From an optimization exercise on the open Yosys and OpenROAD flow, aimed at a short achievable clock period and few clock cycles per item; shortcuts taken in it are not production practice.
In this exercise RTL edits were held to simulation tests only and were not proved equivalent to the original.
No activity file was given, so power comes from the tool's default toggle rates.

<file path="config.mk">
export PLATFORM = sky130hd
export DESIGN_NAME = multDivUnit
export DESIGN_NICKNAME = multDivUnit
export VERILOG_FILES = /design/flow/design.v
export SDC_FILE = /design/flow/constraint.sdc
export NUM_CORES = 4
export LEC_CHECK = 0
export CAP_MARGIN = 30
export CORE_MARGIN = 2
export CORE_UTILIZATION = 30
export SETUP_SLACK_MARGIN = 2.0
export SLEW_MARGIN = 25
</file>
<file path="constraint.sdc">
create_clock -name core_clock -period 6.0 [get_ports {clk}]
set_input_delay 1.2000 -clock core_clock [delete_from_list [all_inputs] [get_ports {clk}]]
set_output_delay 1.2000 -clock core_clock [all_outputs]
set_load 0.01 [all_outputs]
</file>
<file path="design.v">
`timescale 1ns/1ns
`default_nettype none
package mdPkg;
  localparam int XLen           = 32;
  localparam int CountWidth     = 6;
  localparam int MaxRespCredits = 2;
  localparam int ReqCredits     = 1;
  typedef enum logic [2:0] {
    opMul    = 3'b000,
    opMulh   = 3'b001,
    opMulhsu = 3'b010,
    opMulhu  = 3'b011,
    opDiv    = 3'b100,
    opDivu   = 3'b101,
    opRem    = 3'b110,
    opRemu   = 3'b111
  } mdOp_t;
  typedef struct packed {
    mdOp_t           op;
    logic [XLen-1:0] lOp;
    logic [XLen-1:0] rOp;
  } mdReq_t;
  typedef struct packed {
    mdOp_t           op;
    logic [XLen-1:0] magL;
    logic [XLen-1:0] magR;
    logic            negResult;
    logic            negRem;
    logic            divByZero;
    logic            divOverflow;
  } mdOperands_t;
  typedef struct packed {
    logic [XLen-1:0] result;
    logic            divByZero;
    logic            divOverflow;
  } mdResp_t;
endpackage
`default_nettype wire
`timescale 1ns/1ns
`default_nettype none
module multDivUnit (
  input  logic        clk,
  input  logic        reset,
  input  logic [2:0]  reqOp,
  input  logic [31:0] reqLOp,
  input  logic [31:0] reqROp,
  input  logic        reqValid,
  output logic        reqCredit,
  output logic [31:0] respResult,
  output logic        respDivByZero,
  output logic        respDivOverflow,
  output logic        respValid,
  input  logic        respCredit
);
  localparam int RB  = 4;              
  localparam int NM  = (1 << RB) - 1;  
  localparam int MW  = 32 + RB;        
  localparam logic [2:0] sIdle  = 3'd0;
  localparam logic [2:0] sDivIt = 3'd1;
  localparam logic [2:0] sOut   = 3'd2;
  localparam logic [2:0] sMul   = 3'd3;
  localparam logic [2:0] sPow   = 3'd4;
  localparam logic [2:0] sNeg   = 3'd6;
  localparam int oMul  = 0;
  localparam int oFast = 1;
  localparam int oDiv  = 2;
  localparam int oPow  = 3;
  localparam int oMulS = 4;
  logic [31:0] L;
  logic [31:0] R;
  assign L = reqLOp;
  assign R = reqROp;
  logic        dSigned;
  logic [31:0] notL;
  logic        negL;
  logic        negR;
  logic [31:0] tL;
  logic [31:0] tR;
  logic [31:0] magL0;
  logic [31:0] magR0;
  logic        dbz0;
  logic        ovf0;
  logic        less0;
  logic        fast0;
  logic [31:0] fastRes0;
  assign dSigned = reqOp[2] && !reqOp[0];
  assign notL    = ~L;
  assign negL    = dSigned && L[31];
  assign negR    = dSigned && R[31];
  assign tL      = L ^ {32{negL}};
  assign tR      = R ^ {32{negR}};
  assign magL0   = tL + {31'd0, negL};
  assign magR0   = tR + {31'd0, negR};
  assign dbz0    = (L == 32'd0);
  assign ovf0    = dSigned && (L == 32'hffff_ffff) && (R == 32'h8000_0000);
  logic [32:0] low;
  logic        multi;
  logic        contig;
  logic        pow0;
  logic [31:0] kOne;
  logic [4:0]  kBin0;
  logic [31:0] mask0;
  always_comb begin
    low[0] = 1'b0;
    for (int i = 1; i <= 32; i++) low[i] = low[i-1] || L[i-1];
    multi  = 1'b0;
    contig = 1'b1;
    for (int i = 0; i < 32; i++) begin
      kOne[i]  = L[i] && !low[i];
      mask0[i] = !low[i+1];
      multi    = multi || (L[i] && low[i]);
    end
    for (int i = 0; i < 31; i++) contig = contig && !(L[i] && !L[i+1]);
    kBin0 = '0;
    for (int i = 0; i < 32; i++) kBin0 = kBin0 | (kOne[i] ? 5'(i) : 5'd0);
  end
  assign pow0 = negL ? contig : (low[32] && !multi);
  logic        powNow0;
  assign powNow0 = !negR && (reqOp[1] || !negL);
  logic [33:0] sR;
  logic [33:0] sL;
  logic [33:0] aRmL;
  logic [33:0] aLmR;
  logic [33:0] aRpL;
  logic [33:0] aNRNL;
  assign sR    = {{2{negR}}, R};
  assign sL    = {{2{negL}}, L};
  assign aRmL  = sR - sL;
  assign aLmR  = sL - sR;
  assign aRpL  = sR + sL;
  assign aNRNL = ~sR + ~sL + 34'd2;
  always_comb begin
    case ({negR, negL})
      2'b00:   less0 = aRmL[33];
      2'b11:   less0 = aLmR[33];
      2'b01:   less0 = aRpL[33];
      default: less0 = aNRNL[33];
    endcase
  end
  assign fast0 = dbz0 || ovf0 || less0;
  always_comb begin
    if (reqOp[1]) fastRes0 = ovf0 ? 32'd0 : R;
    else if (dbz0) fastRes0 = 32'hffff_ffff;
    else if (ovf0) fastRes0 = 32'h8000_0000;
    else fastRes0 = 32'd0;
  end
  logic [33:0] zL;
  logic [33:0] zT;
  logic [33:0] zR;
  logic [32:0] eR;
  logic [9:1]  geI;
  logic [8:1]  iters0;
  logic [63:0] aligned0;
  always_comb begin
    zL[0] = 1'b1;
    zT[0] = 1'b1;
    for (int k = 1; k <= 32; k++) begin
      zL[k] = zL[k-1] && !tL[32-k];
      zT[k] = zT[k-1] && !tR[32-k];
    end
    zL[33] = 1'b0;
    zT[33] = 1'b0;
  end
  assign zR = negR ? {1'b0, zT[33:1]} : zT;
  for (genvar k = 0; k <= 32; k++) begin : g_eR
    assign eR[k] = zR[k] && !zR[k+1];
  end
  always_comb begin
    geI[1] = 1'b1;
    for (int i = 2; i <= 8; i++) begin
      geI[i] = 1'b0;
      for (int k = 0; k + 4*i - 4 <= 32; k++) geI[i] = geI[i] || (eR[k] && zL[k+4*i-4]);
    end
    geI[9] = 1'b0;
  end
  assign iters0 = geI[8:1];
  always_comb begin
    aligned0 = '0;
    for (int i = 1; i <= 8; i++)
      aligned0 = aligned0 | ((geI[i] && !geI[i+1]) ? ({magR0, 32'd0} >> (4*i)) : 64'd0);
  end
  function automatic logic [MW-1:0] multRow(input int j, input int k,
                                            input logic [MW-1:0] t);
    int p;
    case (j)
      1:  p = (k == 0) ? 1 : 0;
      2:  p = (k == 0) ? 2 : 0;
      3:  p = (k == 0) ? 1 : (k == 1) ? 2 : 0;
      4:  p = (k == 0) ? 4 : 0;
      5:  p = (k == 0) ? 1 : (k == 1) ? 4 : 0;
      6:  p = (k == 0) ? 2 : (k == 1) ? 4 : 0;
      7:  p = (k == 0) ? -1 : (k == 1) ? 8 : 0;
      8:  p = (k == 0) ? 8 : 0;
      9:  p = (k == 0) ? 1 : (k == 1) ? 8 : 0;
      10: p = (k == 0) ? 2 : (k == 1) ? 8 : 0;
      11: p = (k == 0) ? 1 : (k == 1) ? 2 : 8;
      12: p = (k == 0) ? 4 : (k == 1) ? 8 : 0;
      13: p = (k == 0) ? 1 : (k == 1) ? 4 : 8;
      14: p = (k == 0) ? -2 : (k == 1) ? 16 : 0;
      default: p = (k == 0) ? -1 : (k == 1) ? 16 : 0;
    endcase
    case (p)
      1:  multRow = t;
      2:  multRow = t << 1;
      4:  multRow = t << 2;
      8:  multRow = t << 3;
      16: multRow = t << 4;
      -1: multRow = ~t;
      -2: multRow = ~(t << 1);
      default: multRow = '0;
    endcase
  endfunction
  function automatic logic [MW-1:0] multConst(input int j, input logic n);
    multConst = (n ? MW'(j) : '0) + ((j == 7 || j == 14 || j == 15) ? MW'(1) : '0);
  endfunction
  logic [NM:1][MW-1:0] mult0;
  for (genvar j = 1; j <= NM; j++) begin : g_mult
    logic [MW-1:0] r0, r1, r2, r3;
    logic [MW-1:0] s1, c1, s2, c2;
    logic [MW-1:0] n0, n1, n2, n3;
    logic [MW-1:0] ns1, nc1, ns2, nc2;
    logic [MW-1:0] mPos, mNeg;
    assign r0 = multRow(j, 0, MW'(L));
    assign r1 = multRow(j, 1, MW'(L));
    assign r2 = multRow(j, 2, MW'(L));
    assign r3 = multConst(j, 1'b0);
    assign s1 = r0 ^ r1 ^ r2;
    assign c1 = ((r0 & r1) | (r0 & r2) | (r1 & r2)) << 1;
    assign s2 = s1 ^ c1 ^ r3;
    assign c2 = ((s1 & c1) | (s1 & r3) | (c1 & r3)) << 1;
    assign mPos = s2 + c2;
    assign n0 = multRow(j, 0, MW'(notL));
    assign n1 = multRow(j, 1, MW'(notL));
    assign n2 = multRow(j, 2, MW'(notL));
    assign n3 = multConst(j, 1'b1);
    assign ns1 = n0 ^ n1 ^ n2;
    assign nc1 = ((n0 & n1) | (n0 & n2) | (n1 & n2)) << 1;
    assign ns2 = ns1 ^ nc1 ^ n3;
    assign nc2 = ((ns1 & nc1) | (ns1 & n3) | (nc1 & n3)) << 1;
    assign mNeg = ns2 + nc2;
    assign mult0[j] = negL ? mNeg : mPos;
  end
  logic        sLs;
  logic        sRs;
  logic        smallL;
  logic        smallR;
  logic        smallMul0;
  logic [63:0] aL;
  logic [63:0] aR;
  logic [63:0] sA0, sA1, sB0, sB1;
  logic [15:0] gA, pA, gB, pB;
  assign sLs    = (reqOp[1:0] != 2'd3);
  assign sRs    = !reqOp[1];
  assign aL     = {{32{sLs && L[31]}}, L};
  assign aR     = {{32{sRs && R[31]}}, R};
  assign smallL = (L[31:9] == {23{sLs && L[31]}});
  assign smallR = (R[31:9] == {23{sRs && R[31]}});
  assign smallMul0 = smallL || smallR;
  smallMul i_smallR (.a(aL), .b(R[9:0]), .sum0(sA0), .sum1(sA1), .blkG(gA), .blkP(pA));
  smallMul i_smallL (.a(aR), .b(L[9:0]), .sum0(sB0), .sum1(sB1), .blkG(gB), .blkP(pB));
  logic        mSL;
  logic        mSR;
  logic [63:0] A64;
  logic [33:0] B34;
  assign mSL = (reqOp == 3'd1) || (reqOp == 3'd2);
  assign mSR = (reqOp == 3'd1);
  assign A64 = {{32{mSL && L[31]}}, L};
  assign B34 = {{2{mSR && R[31]}}, R};
  logic [17:0][63:0] pp;
  for (genvar i = 0; i < 17; i++) begin : g_booth
    logic b1, b0, bm;
    logic one, two, neg;
    logic [63:0] mag;
    assign b1  = B34[2*i+1];
    assign b0  = B34[2*i];
    if (i == 0) begin : g_first
      assign bm = 1'b0;
    end else begin : g_rest
      assign bm = B34[2*i-1];
    end
    assign one = b0 ^ bm;
    assign two = (b1 && !b0 && !bm) || (!b1 && b0 && bm);
    assign neg = b1;
    assign mag = one ? A64 : (two ? {A64[62:0], 1'b0} : 64'd0);
    assign pp[i] = ({64{neg}} ^ mag) << (2 * i);
  end
  always_comb begin
    pp[17] = 64'd0;
    for (int i = 0; i < 17; i++) pp[17][2*i] = B34[2*i+1];
  end
  logic [11:0][63:0] t1;
  logic [7:0][63:0]  t2;
  logic [5:0][63:0]  t3;
  logic [3:0][63:0]  t4;
  for (genvar k = 0; k < 6; k++) begin : g_l1
    assign t1[2*k]   = pp[3*k] ^ pp[3*k+1] ^ pp[3*k+2];
    assign t1[2*k+1] = ((pp[3*k] & pp[3*k+1]) | (pp[3*k] & pp[3*k+2]) |
                        (pp[3*k+1] & pp[3*k+2])) << 1;
  end
  for (genvar k = 0; k < 4; k++) begin : g_l2
    assign t2[2*k]   = t1[3*k] ^ t1[3*k+1] ^ t1[3*k+2];
    assign t2[2*k+1] = ((t1[3*k] & t1[3*k+1]) | (t1[3*k] & t1[3*k+2]) |
                        (t1[3*k+1] & t1[3*k+2])) << 1;
  end
  for (genvar k = 0; k < 2; k++) begin : g_l3
    assign t3[2*k]   = t2[3*k] ^ t2[3*k+1] ^ t2[3*k+2];
    assign t3[2*k+1] = ((t2[3*k] & t2[3*k+1]) | (t2[3*k] & t2[3*k+2]) |
                        (t2[3*k+1] & t2[3*k+2])) << 1;
  end
  assign t3[4] = t2[6];
  assign t3[5] = t2[7];
  for (genvar k = 0; k < 2; k++) begin : g_l4
    assign t4[2*k]   = t3[3*k] ^ t3[3*k+1] ^ t3[3*k+2];
    assign t4[2*k+1] = ((t3[3*k] & t3[3*k+1]) | (t3[3*k] & t3[3*k+2]) |
                        (t3[3*k+1] & t3[3*k+2])) << 1;
  end
  logic [2:0] state;
  logic [4:0] outSel;
  logic [1:0] respCredits;
  logic       creditHeld;
  logic       accept;
  logic [8:1] itCnt;
  assign accept    = (state == sIdle) && reqValid;
  assign respValid = (state == sOut) && (respCredits != 2'd0);
  always_ff @(posedge clk) begin
    if (reset) begin
      state       <= sIdle;
      reqCredit   <= 1'b0;
      creditHeld  <= 1'b0;
      respCredits <= 2'd0;
    end else begin
      reqCredit <= respValid ||
                   ((state == sIdle) && !creditHeld && !reqCredit);
      if (reqCredit) creditHeld <= 1'b1;
      else if (accept) creditHeld <= 1'b0;
      if (respCredit && !respValid) respCredits <= respCredits + 2'd1;
      else if (!respCredit && respValid) respCredits <= respCredits - 2'd1;
      case (state)
        sIdle:   if (reqValid) state <= !reqOp[2] ? (smallMul0 ? sOut : sMul) :
                                        fast0 ? sOut : pow0 ? (powNow0 ? sOut : sPow) :
                                        sDivIt;
        sPow:    state <= sOut;
        sMul:    state <= sOut;
        sDivIt:  if (!itCnt[2]) state <= (opR[1] && negRemR) ? sNeg : sOut;
        sNeg:    state <= sOut;
        sOut:    if (respValid) state <= sIdle;
        default: state <= sIdle;
      endcase
    end
  end
  logic [1:0]          opR;
  logic [63:0]         sSum0;
  logic [63:0]         sSum1;
  logic [15:0]         sG;
  logic [15:0]         sP;
  logic [31:0]         magR;
  logic [4:0]          kBin;
  logic [31:0]         mask;
  logic                negQR;
  logic                negRemR;
  logic                dbzR;
  logic                ovfR;
  logic [31:0]         fastRes;
  logic [3:0][63:0]    prodRows;
  logic [NM:1][MW-1:0] multN;
  always_ff @(posedge clk) begin
    if (accept) begin
      opR      <= reqOp[1:0];
      outSel   <= '0;
      if (!reqOp[2]) outSel[smallMul0 ? oMulS : oMul] <= 1'b1;
      else outSel[fast0 ? oFast : pow0 ? oPow : oDiv] <= 1'b1;
      sSum0    <= smallR ? sA0 : sB0;
      sSum1    <= smallR ? sA1 : sB1;
      sG       <= smallR ? gA : gB;
      sP       <= smallR ? pA : pB;
      magR     <= magR0;
      kBin     <= kBin0;
      mask     <= mask0;
      negQR    <= negL ^ negR;
      negRemR  <= negR;
      dbzR     <= reqOp[2] && dbz0;
      ovfR     <= reqOp[2] && ovf0;
      fastRes  <= fastRes0;
      prodRows <= t4;
      multN    <= ~mult0;
    end
  end
  logic [31:0] prReg;
  logic [31:0] remNeg;
  logic [31:0] dReg;
  logic [31:0] qReg;
  logic [31:0] qmReg;
  logic [MW-1:0]    x;
  logic [NM+1:1]    ge;
  logic [32*NM-1:0] diff;
  logic [NM:0]      sel;
  logic [RB-1:0]    digit;
  logic [RB-1:0]    digitm;
  logic [31:0]      npr;
  assign x  = {prReg, dReg[31:32-RB]};
  for (genvar j = 1; j <= NM; j++) begin : g_sub
    logic [MW:0] d;
    assign d     = {1'b0, x} + {1'b1, multN[j]} + (MW+1)'(1);
    assign ge[j] = !d[MW];
    assign diff[32*(j-1) +: 32]  = d[31:0];
  end
  assign ge[NM+1] = 1'b0;
  assign sel[0] = !ge[1];
  for (genvar j = 1; j <= NM; j++) begin : g_sel
    assign sel[j] = ge[j] && !ge[j+1];
  end
  always_comb begin
    npr   = sel[0] ? x[31:0] : 32'd0;
    digit = '0;
    for (int j = 1; j <= NM; j++) begin
      npr   = npr  | (sel[j] ? diff[32*(j-1) +: 32] : 32'd0);
      digit = digit | (sel[j] ? RB'(j) : RB'(0));
    end
  end
  assign digitm = digit - RB'(1);
  always_ff @(posedge clk) begin
    if (accept) begin
      prReg <= aligned0[63:32];
      dReg  <= aligned0[31:0];
      qReg  <= 32'd0;
      qmReg <= 32'hffff_ffff;
      itCnt <= iters0;
    end else if (state == sDivIt) begin
      prReg  <= npr;
      dReg   <= dReg << RB;
      qReg   <= {qReg[31-RB:0], digit};
      qmReg  <= sel[0] ? {qmReg[31-RB:0], {RB{1'b1}}} : {qReg[31-RB:0], digitm};
      itCnt  <= itCnt >> 1;
    end
  end
  logic [2:0][63:0] t5;
  logic [1:0][63:0] t6;
  logic [63:0]      product;
  logic [31:0]      mulRes;
  logic [31:0]      divRes;
  assign t5[0] = prodRows[0] ^ prodRows[1] ^ prodRows[2];
  assign t5[1] = ((prodRows[0] & prodRows[1]) | (prodRows[0] & prodRows[2]) |
                  (prodRows[1] & prodRows[2])) << 1;
  assign t5[2] = prodRows[3];
  assign t6[0] = t5[0] ^ t5[1] ^ t5[2];
  assign t6[1] = ((t5[0] & t5[1]) | (t5[0] & t5[2]) | (t5[1] & t5[2])) << 1;
  assign product = t6[0] + t6[1];
  always_ff @(posedge clk) begin
    if (state == sNeg) remNeg <= -prReg;
  end
  always_ff @(posedge clk) begin
    if (state == sMul) mulRes <= (opR == 2'd0) ? product[31:0] : product[63:32];
  end
  always_comb begin
    if (opR[1]) divRes = negRemR ? remNeg : prReg;
    else        divRes = negQR ? ~qmReg : qReg;
  end
  logic [31:0] powQ;
  logic [31:0] powR;
  logic [31:0] qMag;
  logic [31:0] rMag;
  assign qMag = magR >> kBin;
  assign rMag = magR & mask;
  always_ff @(posedge clk) begin
    if (accept) begin
      powQ <= R >> kBin0;
      powR <= R & mask0;
    end else if (state == sPow) begin
      powQ <= negQR ? -qMag : qMag;
      powR <= negRemR ? -rMag : rMag;
    end
  end
  logic [15:0] pg1, pp1, pg2, pp2, pg3, pp3;
  logic [15:0] blkC;
  logic [63:0] sProd;
  logic [31:0] mulSRes;
  always_comb begin
    for (int b = 0; b < 16; b++) begin
      pg1[b] = sG[b];
      pp1[b] = sP[b];
    end
    for (int b = 0; b < 16; b++) begin
      pg2[b] = (b >= 2) ? (pg1[b] || (pp1[b] && pg1[b-2])) : pg1[b];
      pp2[b] = (b >= 2) ? (pp1[b] && pp1[b-2]) : pp1[b];
    end
    for (int b = 0; b < 16; b++) begin
      pg3[b] = (b >= 4) ? (pg2[b] || (pp2[b] && pg2[b-4])) : pg2[b];
      pp3[b] = (b >= 4) ? (pp2[b] && pp2[b-4]) : pp2[b];
    end
    for (int b = 0; b < 16; b++) blkC[b] = (b >= 8) ? (pg3[b] || (pp3[b] && pg3[b-8])) : pg3[b];
    sProd[3:0] = sSum0[3:0];
    for (int b = 1; b < 16; b++) sProd[4*b +: 4] = blkC[b-1] ? sSum1[4*b +: 4] : sSum0[4*b +: 4];
  end
  assign mulSRes = (opR == 2'd0) ? sProd[31:0] : sProd[63:32];
  assign respResult = ({32{outSel[oMul]}}  & mulRes) |
                      ({32{outSel[oMulS]}} & mulSRes) |
                      ({32{outSel[oFast]}} & fastRes) |
                      ({32{outSel[oPow]}}  & (opR[1] ? powR : powQ)) |
                      ({32{outSel[oDiv]}}  & divRes);
  assign respDivByZero   = dbzR;
  assign respDivOverflow = ovfR;
endmodule
module smallMul (
  input  logic [63:0] a,
  input  logic [9:0]  b,
  output logic [63:0] sum0,
  output logic [63:0] sum1,
  output logic [15:0] blkG,
  output logic [15:0] blkP
);
  logic [5:0][63:0] pp;
  for (genvar i = 0; i < 5; i++) begin : g_booth
    logic b1, b0, bm;
    logic one, two, neg;
    logic [63:0] mag;
    assign b1 = b[2*i+1];
    assign b0 = b[2*i];
    if (i == 0) begin : g_first
      assign bm = 1'b0;
    end else begin : g_rest
      assign bm = b[2*i-1];
    end
    assign one = b0 ^ bm;
    assign two = (b1 && !b0 && !bm) || (!b1 && b0 && bm);
    assign neg = b1;
    assign mag = one ? a : (two ? {a[62:0], 1'b0} : 64'd0);
    assign pp[i] = ({64{neg}} ^ mag) << (2 * i);
  end
  always_comb begin
    pp[5] = 64'd0;
    for (int i = 0; i < 5; i++) pp[5][2*i] = b[2*i+1];
  end
  logic [63:0] s1, c1, s2, c2, s3, c3, s4, c4;
  assign s1 = pp[0] ^ pp[1] ^ pp[2];
  assign c1 = ((pp[0] & pp[1]) | (pp[0] & pp[2]) | (pp[1] & pp[2])) << 1;
  assign s2 = pp[3] ^ pp[4] ^ pp[5];
  assign c2 = ((pp[3] & pp[4]) | (pp[3] & pp[5]) | (pp[4] & pp[5])) << 1;
  assign s3 = s1 ^ c1 ^ s2;
  assign c3 = ((s1 & c1) | (s1 & s2) | (c1 & s2)) << 1;
  assign s4 = s3 ^ c3 ^ c2;
  assign c4 = ((s3 & c3) | (s3 & c2) | (c3 & c2)) << 1;
  logic [15:0] g;
  logic [15:0] p;
  for (genvar k = 0; k < 16; k++) begin : g_blk
    logic [4:0] t0;
    logic [4:0] t1;
    assign t0 = {1'b0, s4[4*k +: 4]} + {1'b0, c4[4*k +: 4]};
    assign t1 = {1'b0, s4[4*k +: 4]} + {1'b0, c4[4*k +: 4]} + 5'd1;
    assign sum0[4*k +: 4] = t0[3:0];
    assign sum1[4*k +: 4] = t1[3:0];
    assign g[k] = t0[4];
    assign p[k] = t1[4];
    if (k == 0) begin : g_p0
      assign blkG[k] = g[k];
      assign blkP[k] = p[k];
    end else begin : g_pk
      assign blkG[k] = g[k] || (p[k] && g[k-1]);
      assign blkP[k] = p[k] && p[k-1];
    end
  end
endmodule
`default_nettype wire
</file>
<file path="run.sh">
#!/bin/bash
# synth_recipe.tcl (not shown) runs the flow's synth.tcl, then flattens the netlist and writes it again
# the make line also repeats each setting of config.mk as NAME=value (left out here)
make -C /OpenROAD-flow-scripts/flow DESIGN_CONFIG=/design/flow/config.mk WORK_HOME=/design/flow/orfs CLKGATE_MAP_FILE= SYNTH_SCRIPT=/design/flow/synth_recipe.tcl finish
</file>
==> results of run 1 <==
==> worst max path at each step <==
stage	to	start
after floorplan	multN[466]	reqLOp[11]
after CTS	pp1[10]	reqLOp[2]
after global placement	pp1[6]	reqROp[8]
after global routing	multN[467]	reqLOp[1]
final	pg1[10]	reqLOp[1]
after detailed placement	pp1[5]	reqROp[8]
==> cells in the mapped netlist, types with 66 or more instances <==
cell      instances
nand2b_1        186
xnor2_1        1482
dfxtp_1          71
a221oi_1        101
buf_1           165
or3_1            91
o21a_1          192
mux2i_1         342
o31ai_1          80
a21oi_1        1288
nand4_1         136
clkbuf_1        684
nor2_1         1132
mux2_2          144
o21bai_1        129
xor2_1          363
a211oi_1        114
nor4_1           66
o211ai_1        100
a22oi_1         397
a21o_1          485
and3_1          124
edfxtp_1        941
ha_1           2199
nand2_1        1431
nor3_1          269
inv_1          1325
nand3_1         329
nor2b_1         151
fa_1            846
o21ai_0        1065
a31oi_1         155
==> sequential cells by signal (all words and copies together), names as in the netlist, 5 cells and up <==
signal	cells
dReg	32
fastRes	32
itCnt	7
kBin	5
magR	32
mask	32
mulRes	32
multN	300
outSel	5
pg1	13
powQ	32
powR	32
pp1	10
prReg	32
prodRows	216
qReg	32
qmReg	32
remNeg	32
sSum0	47
sSum1	44
==> routing by layer <==
metal  global-route usage  wire, um  vias up
li1                     -         -    68760
met1               0.3551    306400    77660
met2               0.4582    360100     8826
met3              0.06020     84700     2512
met4               0.1937     74240       36
met5                    0       321        -
==> worst max-delay path: stages <==
cell	delay (ps)
buf_12	100
clkinvlp_4	90
buf_12	150
buf_8	140
ha_4	270
buf_12	170
buf_6	140
o21ai_4	190
xnor2_4	120
fa_1	580
inv_2	80
fa_1	470
fa_1	560
inv_2	50
ha_4	160
fa_2	570
ha_4	140
and3_4	220
buf_4	120
inv_1	30
o21ai_1	130
nor2_1	70
a31oi_1	130
==> cell families (layout without fill, tap and decap cells) <==
kind of cell,count (synthesis),after routing,synth area share
muxes,525,526,0.03839
DFF,1012,1012,0.1923
other,0,38,0
xor gates and xnor gates,1846,1846,0.1048
and+or+nand+nor,4161,4161,0.1243
adders and majority gates,3048,3048,0.2883
buffers and inverters,2236,5229,0.05483
AOI/OAI and AO/OA,4739,4740,0.1970
==> layout by cell type (no fill, tap or decap), types with 197 or more instances in the layout <==
cell type / count
buf_4: 2581
ha_1: 1882
nand2_1: 1345
xnor2_1: 1325
inv_1: 1107
nor2_1: 1013
a21oi_1: 964
edfxtp_1: 941
o21ai_0: 722
fa_1: 612
buf_6: 526
a21o_1: 472
a22oi_1: 332
xor2_1: 326
buf_12: 311
ha_4: 268
mux2i_1: 266
a21oi_2: 258
nand3_1: 250
fa_2: 234
nor3_1: 223
clkbuf_16: 197
==> power groups by stage <==
stage | clock network (W) | logic [W] | registers (W)
finish | 0.00884 | 0.119 | 0.0144
global route | 0.00912 | 0.125 | 0.0145
CTS | 0.00891 | 0.0954 | 0.0143
detailed placement | 0 | 0.0913 | 0.0146
global placement | 0 | 0.0908 | 0.0146
floorplan | 0 | 0.0512 | 0.0138
==> repair_timing <==
action	in CTS	in global routing
gates cloned	12	66
hold buffers	0	0
pin swaps	216	1582
setup buffers	176	691
resized for setup	699	4012
endpoints found under the setup margin	745	755
==> layout make-up <==
type / count / area, sq um
Antenna cell: 38 / 95.09
Clock buffer: 165 / 3640
Clock inverter: 80 / 883.3
Fill cell: 49480 / 296300
Inverter: 1355 / 5385
Multi-Input combinational cell: 14320 / 132800
Sequential cell: 1012 / 29680
Tap cell: 6757 / 8454
Timing Repair Buffer: 3629 / 35440
==> per-stage QoR <==
step	hold slack, ps	setup WS [ps]	instances
final	471.9	801.9	27360
after global routing	492.0	711.5	27340
after CTS	470.0	863.7	26560
after detailed placement	456.5	-852.7	26130
after global placement	450.3	-1060	26120
after floorplan	437.1	71.14	17570
==> reports/metrics.yaml, run 1 <==
power:
  vdd_drop_max_uv: 1137
  p_leak_nw: 92.37
  swShare: 0.5054
  powerDensity_nw_per_um2: 656.4
  total_power_w: 0.1420
  p_switching_w: 0.07178
  p_int_w: 0.07024
  pwr-share-seq: 0.101
  combPwrFrac: 0.837
  power_frac_clock: 0.062
timing:
  max_freq_mhz: 192.4
  setup_violations: 0
  finalCritPeriodShare: 0.8664
  fin_skew_ps: 73.07
  rsz0062_at_grt: "yes"
  tns_ps: 0
  slew_headroom: 0.2305
  tightest_slew_ps: 1146
  slew_violations: 0
  period_minus_slack_ps: 5198
  hold_viol: 0
worst_setup_path:
  rr_worst_depth: 14
  required_ps: 6730
  regToRegSetupSlack_ps: 1070
  critPathCaptureType: "flop"
  rr_endpoint: "mulRes[31]"
  cp-start-kind: "input port"
  worstSetupPathType: "input port to flop"
  reg2reg_from: "prodRows[33]"
  critPathArrivalTime_ps: 5930
  worstPathMaxFanout: 8
floorplan:
  die_h_um: 721.2
  core_sq_um: 512700
  boundaryPins: 107
  die_x_um: 721.2
  initial_core_util: 0.3010
  num_rows: 263
  design.die.area_sq_um: 520100
cts:
  cts_root_buf: "clkbuf_16"
  clockBufferDepth: 4
  clkSlewWorstSetupHoldPaths_ps: 60
  clock_sinks: 1012
  numCtsBuffers: 141
  cts_tree: "yes"
  ctsHtreeMaxLevel: 4
  insertion_delay_ps: 900
route:
  antenna_left: 0
  drc: 0
  wire_per_inst_um: 30.19
  vias_per_cell: 5.768
  wl_um: 825800
  dr.pass1.iters: 9
  num_vias: 157800
  drt_iter0_drc: 18210
synth:
  netlist_instances: 17570
  synth_top_area_share: 0.1831
  synth-seq-area-share: 0.1923
  synthTopCellsByArea: "edfxtp_1 18%, ha_1 18%, fa_1 11%"
  synthFlopType: "edfxtp_1"
  ys_ff_latch: 1012
  async_flop_share: 0
  ys_types: 103
  yosys_warnings: 2
  synth_edf_count: 941
  synth_area_per_cell_sq_um: 8.783
  synth_top_area_cell: "edfxtp_1"
  syn_area_sq_um: 154300
  syn_nets: 20680
flow_run:
  cap_violations: 0
layout:
  stdcell_area_sq_um: 216300
  areaGrowthSynthToFinish_pct: 40.22
  finalNetCount: 23580
  drive_gt1_frac: 0.3240
  fin_util: 0.4220
global_routing:
  grt_pass1_vias: 148200
  grt_max_degree: 142
  overflow: 0
  grt_pass1_wl_um: 1088000
  antenna_found_initial: 86
  grtUsageTotal: 0.2897
placement:
  detailed_place.area_sq_um: 182700
  port_buffers: 106
  place_hpwl_um: 627200
  gp_congestion: 1.031
hold_path:
  min_path_type: "flop to flop"
  hp-start: "qReg[31]"
  worstHoldPathCells: 1
  min_to: "qReg[31]"
status:
  status: "finished clean"
Testbench counts, summed over its fixed seeds: cycles 12,776, ops 3,200.
==> run 2, diff against run 1 <==
--- a/config.mk
+++ b/config.mk
@@ -7,6 +7,6 @@
 export LEC_CHECK = 0
-export CAP_MARGIN = 30
+export CAP_MARGIN = 40
 export CORE_MARGIN = 2
-export CORE_UTILIZATION = 30
-export SETUP_SLACK_MARGIN = 2.0
-export SLEW_MARGIN = 25
+export CORE_UTILIZATION = 31
+export SETUP_SLACK_MARGIN = 2.2
+export SLEW_MARGIN = 30
==> run 2 against run 1 <==
  * Still clean on timing, DRC and antenna
  * Combinational power down 3%
  * Routed wire length is 1.3% lower
  * Power decreased by 2.1%
  * Critical path type unchanged
  * Highest routed layer unchanged
==> reports/metrics.yaml, run 2 <==
timing:
  slew_headroom: 0.3011
  max_freq_mhz: 192.2
  fin_skew_ps: 84.97
  hold_slack_ps: 467.0
  period_minus_slack_ps: 5202
  rsz0062_at_grt: "yes"
  setup_violations: 0
  slew_violations: 0
  finalCritPeriodShare: 0.8670
  hold_viol: 0
  fin_ws_ps: 798.0
  tightest_slew_ps: 1048
layout:
  stdcell_area_sq_um: 216800
  regMostFlops: "multN"
  largest_reg_flops: 300
  reg_top3: "multN (300), prodRows (216), sSum0 (47)"
  drive_gt1_frac: 0.3287
  most-common-layout-cells: "2515 x buf_4, 1870 x ha_1, 1352 x nand2_1"
  areaGrowthSynthToFinish_pct: 40.51
  finalNetCount: 23520
  final_common_cell: "buf_4"
  fin_cells: 27200
  fin_util: 0.4364
power:
  p_int_w: 0.06890
  combPwrFrac: 0.829
  power_frac_clock: 0.068
  p_switching_w: 0.07018
  p_leak_nw: 92.42
  vdd_drop_max_uv: 2142
  powerDensity_nw_per_um2: 641.5
  pwr-share-seq: 0.103
  swShare: 0.5046
placement:
  dp.cells: 25980
  place_hpwl_um: 616600
  port_buffers: 106
  detailed_place.area_sq_um: 182200
  gp_congestion: 1.054
  dp_slack_ps: -730.8
floorplan:
  boundaryPins: 107
  num_rows: 259
  die_h_um: 709.5
  design.die.area_sq_um: 503400
  initial_core_util: 0.3106
  core_sq_um: 496800
  die_x_um: 709.5
synth:
  ys_types: 103
  synthFlopType: "edfxtp_1"
  netlist_instances: 17570
  synth_top_area_share: 0.1831
  synthTopCellsByArea: "edfxtp_1 18%, ha_1 18%, fa_1 11%"
  synth_edf_count: 941
  syn_nets: 20680
  ys_top_cells_by_count: "2199 x ha_1, 1482 x xnor2_1, 1431 x nand2_1"
  synth-seq-area-share: 0.1923
  synth_area_per_cell_sq_um: 8.783
  syn_area_sq_um: 154300
  yosys_warnings: 2
  synth_top_area_cell: "edfxtp_1"
  yosysMostFrequentCell: "ha_1"
  async_flop_share: 0
  ys_ff_latch: 1012
global_routing:
  grt_max_degree: 161
  overflow: 0
  antenna_found_initial: 79
  grt_pass1_vias: 148100
  grtUsageTotal: 0.2947
  grt_pass1_wl_um: 1072000
route:
  wire_per_inst_um: 29.96
  antenna_left: 0
  drt_iter0_drc: 18540
  drc: 0
  vias_per_cell: 5.804
  dr.pass1.iters: 11
  wl_um: 814900
  num_vias: 157900
cts:
  cts_tree: "yes"
  ctsHtreeMaxLevel: 4
  numCtsBuffers: 143
  clkSlewWorstSetupHoldPaths_ps: 60
  clock_sinks: 1012
  cts_root_buf: "clkbuf_16"
  insertion_delay_ps: 920
  clockBufferDepth: 4
worst_setup_path:
  worstSetupPathType: "input port to flop"
  cp-start-kind: "input port"
  required_ps: 6630
  critPathCaptureType: "flop"
  critPathArrivalTime_ps: 5840
  worstPathMaxFanout: 20
flow_run:
  cap_violations: 0
status:
  status: "finished clean"
hold_path:
  min_path_type: "flop to flop"
## run 2: cell counts after synthesis
No cell type changed its count.
## run 2: critical path, cell delays in order
cell and delay [ps]:
buf_12 140, inv_8 140, buf_4 140, buf_4 200
ha_4 240, buf_12 170, buf_12 180, o21ai_0 190
xnor2_1 150, buf_4 170, ha_1 260, inv_1 50
fa_1 460, fa_1 510, inv_1 40, ha_2 170
fa_1 550, ha_2 200, and3_4 230, xor2_4 170
nand2b_1 110, o21ai_0 80
## run 2: worst paths after layout
path,start,endpoint,slack (ps),depth (start not counted)
max reg2reg,dReg[30],prReg[8],940,20
min reg2reg,qReg[29],qReg[29],470,1
min,qReg[29],qReg[29],470,1
max,reqLOp[5],pp1[10],800,22
## run 2: repair_timing
action	4_1_cts	5_1_grt
buffers inserted	131	703
resized for setup	650	4187
hold buffers	0	0
pin swaps	175	1638
cloned	12	76
setup endpoints to repair	903	1058
## run 2: metrics by stage
step,TNS [ps],total power [W]
floorplan,0,0.06505
global placement,-74830,0.1035
detailed placement,-72570,0.1041
CTS,0,0.1165
global route,0,0.1457
finish,0,0.1391
## run 2: cells by family after synthesis
| group | after synthesis | synth area share |
|---|---|---|
| compound gates | 4739 | 0.1970 |
| xor+xnor | 1846 | 0.1048 |
| fa+ha+maj | 3048 | 0.2883 |
| buf+inv | 2236 | 0.05483 |
| flops | 1012 | 0.1923 |
| mux | 525 | 0.03839 |
| simple gates | 4161 | 0.1243 |
## run 2: per-layer routing
metal  part of all wire  up-vias  GRT usage
met3               0.11     2557    0.06158
li1                   -    68640          -
met4              0.091       28     0.2055
met2               0.43     9175     0.4611
met5            0.00037        -          0
met1               0.37    77460     0.3621
## run 2: area by class of cell
class | instances | area, sq um
repair inverters | 1 | 11.26
diodes | 30 | 75.07
repair buffers | 3570 | 35360
well taps | 6655 | 8327
fillers | 47320 | 280000
clock buffers | 167 | 3762
multi-input cells | 14320 | 133000
inverters | 1355 | 5409
clock inverters | 90 | 1124
flip-flops and latches | 1012 | 29680
## run 2: power groups by stage
| stage | clock [W] | sequential, W | combinational, W |
|---|---|---|---|
| floorplan | 0 | 0.0138 | 0.0512 |
| global placement | 0 | 0.0146 | 0.0889 |
| detailed placement | 0 | 0.0146 | 0.0895 |
| CTS | 0.00948 | 0.0144 | 0.0926 |
| global route | 0.00969 | 0.0145 | 0.121 |
| finish | 0.00941 | 0.0144 | 0.115 |

[what the ideal ports hide]
How much do the figures lean on ideal ports? The routed layouts below were timed once more, with nothing changed but the port constraints. Step 1, drivers: a clkbuf_16 drives clk and a buf_2 each remaining input, both assumed. Step 2 times the ports against the registers' clock, not the clock port: input delays grow and output delays shrink by t, the midpoint of the rising clock arrivals with the driver on. Slacks: no drivers / after step 1 / after step 2; pairs: no drivers / after step 1.
run | t (ns) | setup slack, ns | worst setup path at the end
run 1 | 0.988 | 0.802 / 0.472 / -0.515 | input to register
run 2 | 0.990 | 0.798 / 0.555 / -0.435 | input to register
With both steps, setup timing fails in run 1 and run 2, where it was met with ideal ports. The setup slack of run 1, which loses most, moves by -0.330 ns with the drivers and by -1.317 ns with both steps.
